Source: an optimization exercise on an open RTL-to-GDS flow (aim: small area, a short achievable clock period and few clock cycles). Production flows keep margins and buffers that such runs may drop.
In this exercise RTL edits were held to simulation tests only and were not proved equivalent to the original.

Setup of lagoon:
==> flow/design.v <==
package evs_pkg;
  localparam logic [1:0] K_WT  = 2'd0;   
  localparam logic [1:0] K_GW  = 2'd1;   
  localparam logic [1:0] K_RT  = 2'd2;   
  localparam logic [1:0] K_SGL = 2'd3;   
endpackage
`timescale 1ns/1ps
module evs_finder_top (
  input  logic        clk,
  input  logic        reset,
  input  logic        cmd_start,
  input  logic [2:0]  cmd_op,
  input  logic [41:0] cmd_adr_target,
  input  logic [41:0] cmd_adr_search,
  input  logic [9:0]  cmd_threshold,
  input  logic [9:0]  cmd_wait_cycles,
  input  logic [3:0]  cmd_evs_wanted,
  input  logic [15:0] cmd_guess_limit,
  input  logic        cmd_large_page,
  output logic        mem_req_valid,
  output logic        mem_req_write,
  output logic [41:0] mem_req_addr,
  input  logic        mem_ack,
  input  logic [3:0]  evs_rd_index,
  output logic        op_done,
  output logic [9:0]  op_timing,
  output logic [3:0]  evs_count,
  output logic [41:0] evs_rd_data
);
  logic [41:0] target_q;
  logic [25:0] base_hi;      
  logic [4:0]  base_lo;      
  logic [15:0] rem;          
  logic        rem_0;        
  logic [9:0]  thr_m1;       
  logic        thr_le1;      
  logic [9:0]  wait_m1;      
  logic        wait_0;       
  logic [3:0]  need_q;       
  logic        large_q;
  logic        idle;         
  logic        start;        
  logic        waitack;      
  logic        waitw;        
  logic        is_wb;        
  logic [1:0]  kind;         
  logic        req_valid;
  logic        req_write;
  logic [9:0]  lat;          
  logic [16:0] g;            
  logic        g_full;       
  logic [3:0]  count;
  logic [15:0] slot [15];
  logic [3:0]  wr_lo;
  logic [41:0] addr_q;
  logic        slow;         
  logic        launch;       
  logic        at_limit;
  logic        wait_hit;     
  logic        rt_ack;
  logic        found;
  logic        rt_done;
  logic [9:0]  lat_inc;
  logic [15:0] rb_m;
  logic [16:0] g_inc;
  logic [16:0] sel_g;
  logic [25:0] hi_p1;
  logic [25:0] hi_sel;
  logic [15:0] rb_grp [4];
  logic [41:0] gaddr;
  logic [15:0] srch_mid;
  assign at_limit = rem_0;
  assign rt_ack   = waitack && mem_ack && (kind == evs_pkg::K_RT);
  assign found    = rt_ack && slow;
  assign rt_done  = rt_ack && ((slow && count == need_q) || at_limit);
  assign lat_inc  = (lat == 10'h3FF) ? lat : lat + 10'd1;
  assign g_inc    = {g[16] | g_full, g[15:0] + 16'd1};
  logic [3:0]  sel_idx;
  logic [16:0] busy_g;
  assign busy_g  = (kind == evs_pkg::K_RT) ? g_inc : g;
  assign sel_idx = evs_rd_index | {4{!idle}};
  always_comb begin
    for (int j = 0; j < 4; j++) begin
      case (sel_idx[1:0])
        2'd0: rb_grp[j] = slot[4*j];
        2'd1: rb_grp[j] = slot[4*j+1];
        2'd2: rb_grp[j] = slot[4*j+2];
        default: rb_grp[j] = (j == 3) ? busy_g[15:0] : slot[4*j+3];
      endcase
    end
    rb_m = rb_grp[sel_idx[3:2]];
  end
  assign sel_g = {idle ? (evs_rd_index >= wr_lo) : busy_g[16], rb_m};
  assign hi_p1 = base_hi + (large_q ? 26'd1 : 26'd32);
  assign hi_sel = sel_g[16] ? hi_p1 : base_hi;
  assign gaddr[41:21] = hi_sel[25:5];
  assign gaddr[20:16] = large_q ? hi_sel[4:0]  : sel_g[15:11];
  assign gaddr[15:5]  = large_q ? sel_g[15:5] : sel_g[10:0];
  assign gaddr[4:0]   = large_q ? sel_g[4:0]  : base_lo;
  assign srch_mid = cmd_large_page ? cmd_adr_search[15:0] : cmd_adr_search[20:5];
  always_ff @(posedge clk) begin
    if (idle && cmd_start) begin
      target_q <= cmd_adr_target;
      base_hi  <= cmd_adr_search[41:16];
      base_lo  <= cmd_adr_search[4:0];
      thr_m1   <= cmd_threshold - 10'd1;
      thr_le1  <= (cmd_threshold <= 10'd1);
      wait_m1  <= cmd_wait_cycles - 10'd1;
      wait_0   <= (cmd_wait_cycles == 10'd0);
      need_q   <= (cmd_evs_wanted == 4'd0) ? 4'd0 : cmd_evs_wanted - 4'd1;
      large_q  <= cmd_large_page;
      is_wb    <= (cmd_op == 3'd2);
    end
  end
  always_ff @(posedge clk) begin
    if (reset) begin
      idle      <= 1'b1;
      start     <= 1'b0;
      waitack   <= 1'b0;
      waitw     <= 1'b0;
      req_valid <= 1'b0;
      lat       <= '0;
      count     <= '0;
    end else begin
      req_valid <= 1'b0;
      if (idle && cmd_start) begin
        count <= '0;
        if (!cmd_op[2]) begin
          idle  <= 1'b0;
          start <= 1'b1;
        end
      end
      if (start) begin
        start     <= 1'b0;
        waitack   <= 1'b1;
        req_valid <= 1'b1;
        lat       <= 10'd1;
      end
      if (waitack) begin
        if (!mem_ack) begin
          lat <= lat_inc;
        end else begin
          case (kind)
            evs_pkg::K_WT, evs_pkg::K_GW: begin
              waitack <= 1'b0;
              waitw   <= 1'b1;
              lat     <= '0;
            end
            evs_pkg::K_RT: begin
              if (found) count <= count + 4'd1;
              if (rt_done) begin
                waitack <= 1'b0;
                idle    <= 1'b1;
              end else begin
                req_valid <= 1'b1;
                lat       <= 10'd1;
              end
            end
            default: begin
              waitack <= 1'b0;
              if (is_wb) waitw <= 1'b1;
              else       idle  <= 1'b1;
            end
          endcase
        end
      end
      if (waitw) begin
        if (wait_hit) begin
          waitw <= 1'b0;
          if (kind == evs_pkg::K_SGL) begin
            idle <= 1'b1;
          end else begin
            waitack   <= 1'b1;
            req_valid <= 1'b1;
            lat       <= 10'd1;
          end
        end else if (!is_wb) begin
          lat <= lat_inc;
        end
      end
    end
  end
  always_ff @(posedge clk) begin
    if (idle && cmd_start) begin
      kind      <= (cmd_op == 3'd0) ? evs_pkg::K_WT : evs_pkg::K_SGL;
      req_write <= (cmd_op != 3'd3);
      g         <= {1'b0, srch_mid};
      g_full    <= &srch_mid;
      wr_lo     <= '0;
    end else if (waitack && mem_ack) begin
      if (kind == evs_pkg::K_WT) kind <= evs_pkg::K_GW;
      if (kind == evs_pkg::K_GW) kind <= evs_pkg::K_RT;
      if (kind == evs_pkg::K_RT) begin
        kind      <= slow ? evs_pkg::K_WT : evs_pkg::K_GW;
        req_write <= 1'b1;
        g         <= g_inc;
        g_full    <= (g[15:0] == 16'hFFFE);
        if (slow && !g[16]) wr_lo <= count + 4'd1;
      end
      if (kind == evs_pkg::K_SGL) g <= '0;
    end else if (waitw) begin
      req_write <= (kind == evs_pkg::K_GW);
      if (is_wb) g <= g_inc;
    end
  end
  assign launch = start
               || (waitw && wait_hit && kind != evs_pkg::K_SGL)
               || (rt_ack && !rt_done);
  always_ff @(posedge clk) begin
    slow <= launch ? thr_le1 : (slow || lat == thr_m1);
  end
  always_ff @(posedge clk) begin
    wait_hit <= (waitack && mem_ack) ? wait_0 : ((is_wb ? g[9:0] : lat) == wait_m1);
  end
  always_ff @(posedge clk) begin
    if (idle && cmd_start) begin
      rem   <= cmd_guess_limit;
      rem_0 <= (cmd_guess_limit == 16'd0);
    end else if (rt_ack) begin
      rem   <= rem - 16'd1;
      rem_0 <= (rem == 16'd1);
    end
  end
  always_ff @(posedge clk) begin
    for (int k = 0; k < 15; k++) begin
      if (found && count == 4'(k)) slot[k] <= g[15:0];
    end
  end
  logic addr_tgt;
  assign addr_tgt = !idle && (start
                           || (waitw && kind != evs_pkg::K_GW)
                           || (waitack && kind == evs_pkg::K_RT && slow && mem_ack));
  always_ff @(posedge clk) begin
    addr_q <= addr_tgt ? target_q : gaddr;
  end
  assign op_done       = idle;
  assign op_timing     = lat;
  assign evs_count     = count;
  assign evs_rd_data   = addr_q;
  assign mem_req_valid = req_valid;
  assign mem_req_write = req_write;
  assign mem_req_addr  = addr_q;
endmodule
==> flow/config.mk <==
export PLATFORM = sky130hd
export DESIGN_NAME = evs_finder_top
export DESIGN_NICKNAME = evs_finder_top
export VERILOG_FILES = /design/flow/design.v
export SDC_FILE = /design/flow/constraint.sdc
export NUM_CORES = 4
export LEC_CHECK = 0
export CAP_MARGIN = 20
export CORE_MARGIN = 2
export CORE_UTILIZATION = 60
export CTS_CLUSTER_DIAMETER = 70
export CTS_CLUSTER_SIZE = 30
export SETUP_SLACK_MARGIN = 2.6
export SLEW_MARGIN = 20
==> flow/constraint.sdc <==
create_clock -name core_clock -period 5.0 [get_ports {clk}]
set_input_delay 1.0000 -clock core_clock [delete_from_list [all_inputs] [get_ports {clk}]]
set_output_delay 1.0000 -clock core_clock [all_outputs]
set_load 0.01 [all_outputs]
standard.sh (not shown) runs the stock make flow with config.mk's settings and CLKGATE_MAP_FILE= SYNTH_SCRIPT=/design/flow/synth_recipe.tcl, a recipe that flattens the netlist after the stock synthesis.
==> flow/flow/run.sh <==
#!/bin/bash
# The standard layout, with the smallest buffer on every port instead of the
# delay-cell buffer buffer_ports picks by default. The timing repair may still
# upsize any port buffer on a critical path.
set -euo pipefail
export BUFFER_PORTS_ARGS="-buffer_cell sky130_fd_sc_hd__buf_1"
bash standard.sh > standard_flow.log 2>&1
Testbench counts of lagoon, summed over its fixed seeds: cycles 144,010.
### lagoon -> violet
# lagoon
export LEC_CHECK = 0
export CAP_MARGIN = 20
export CORE_MARGIN = 2
export CORE_UTILIZATION = 60
export CTS_CLUSTER_DIAMETER = 70
export CTS_CLUSTER_SIZE = 30
export SETUP_SLACK_MARGIN = 2.6
export SLEW_MARGIN = 20
create_clock -name core_clock -period 5.0 [get_ports {clk}]
# violet
export LEC_CHECK = 0
export CAP_MARGIN = 20
export CORE_MARGIN = 2
export CORE_UTILIZATION = 60
export CTS_BUF_LIST = sky130_fd_sc_hd__clkbuf_4
export SETUP_SLACK_MARGIN = 2.6
export SLEW_MARGIN = 20
create_clock -name core_clock -period 5.0 [get_ports {clk}]
--- outcome ---
In violet, the wire length of the first global-routing pass came out 1.6% below the value in lagoon.
The run showing the smaller overall routing resource usage is violet.
What lagoon reported for clock-buffer cell count has to be multiplied by 4.6 to get the figure for violet.
Looking at the reports, violet completed the entire flow and the layout it produced met the timing, DRC and antenna checks.
Of the two values seen for critical setup path kind, reg2out was produced by violet and in2reg by lagoon.
When violet is measured against lagoon, its via count normalized by instance count turns out 3.1% lower.

## re-timing with driven ports
No port has a modelled driver above. Below, the same layouts with a new extraction and two added sets of constraints.
Step 1: set_driving_cell puts a clkbuf_16 on clk and a buf_2 on each other input, an assumption about the parent block.
Step 2 moves the port delays by t, midway between the first and last clock arrival at a register: inputs arrive t later, outputs are due t later. That takes back most of the time a late clock gives input paths.
Slacks: no drivers / after step 1 / after step 2; pairs: no drivers / after step 1.
| run | t (ns) | slack for setup (ns) | hold slack, ns | worst setup path after step 2 | worst slew at a driven data input, ns |
|---|---|---|---|---|---|
| lagoon | 0.589 | 2.553 / 2.412 / 1.823 | 0.448 / 0.448 / 0.448 | input to register | 0.19 |
| violet | 0.856 | 2.559 / 2.512 / 1.727 | 0.360 / 0.339 / 0.439 | input to register | 0.06 |
After both steps setup and hold are still met in every run listed. The setup slack of violet, which loses most, moves by -0.047 ns with the drivers and by -0.832 ns with both steps.
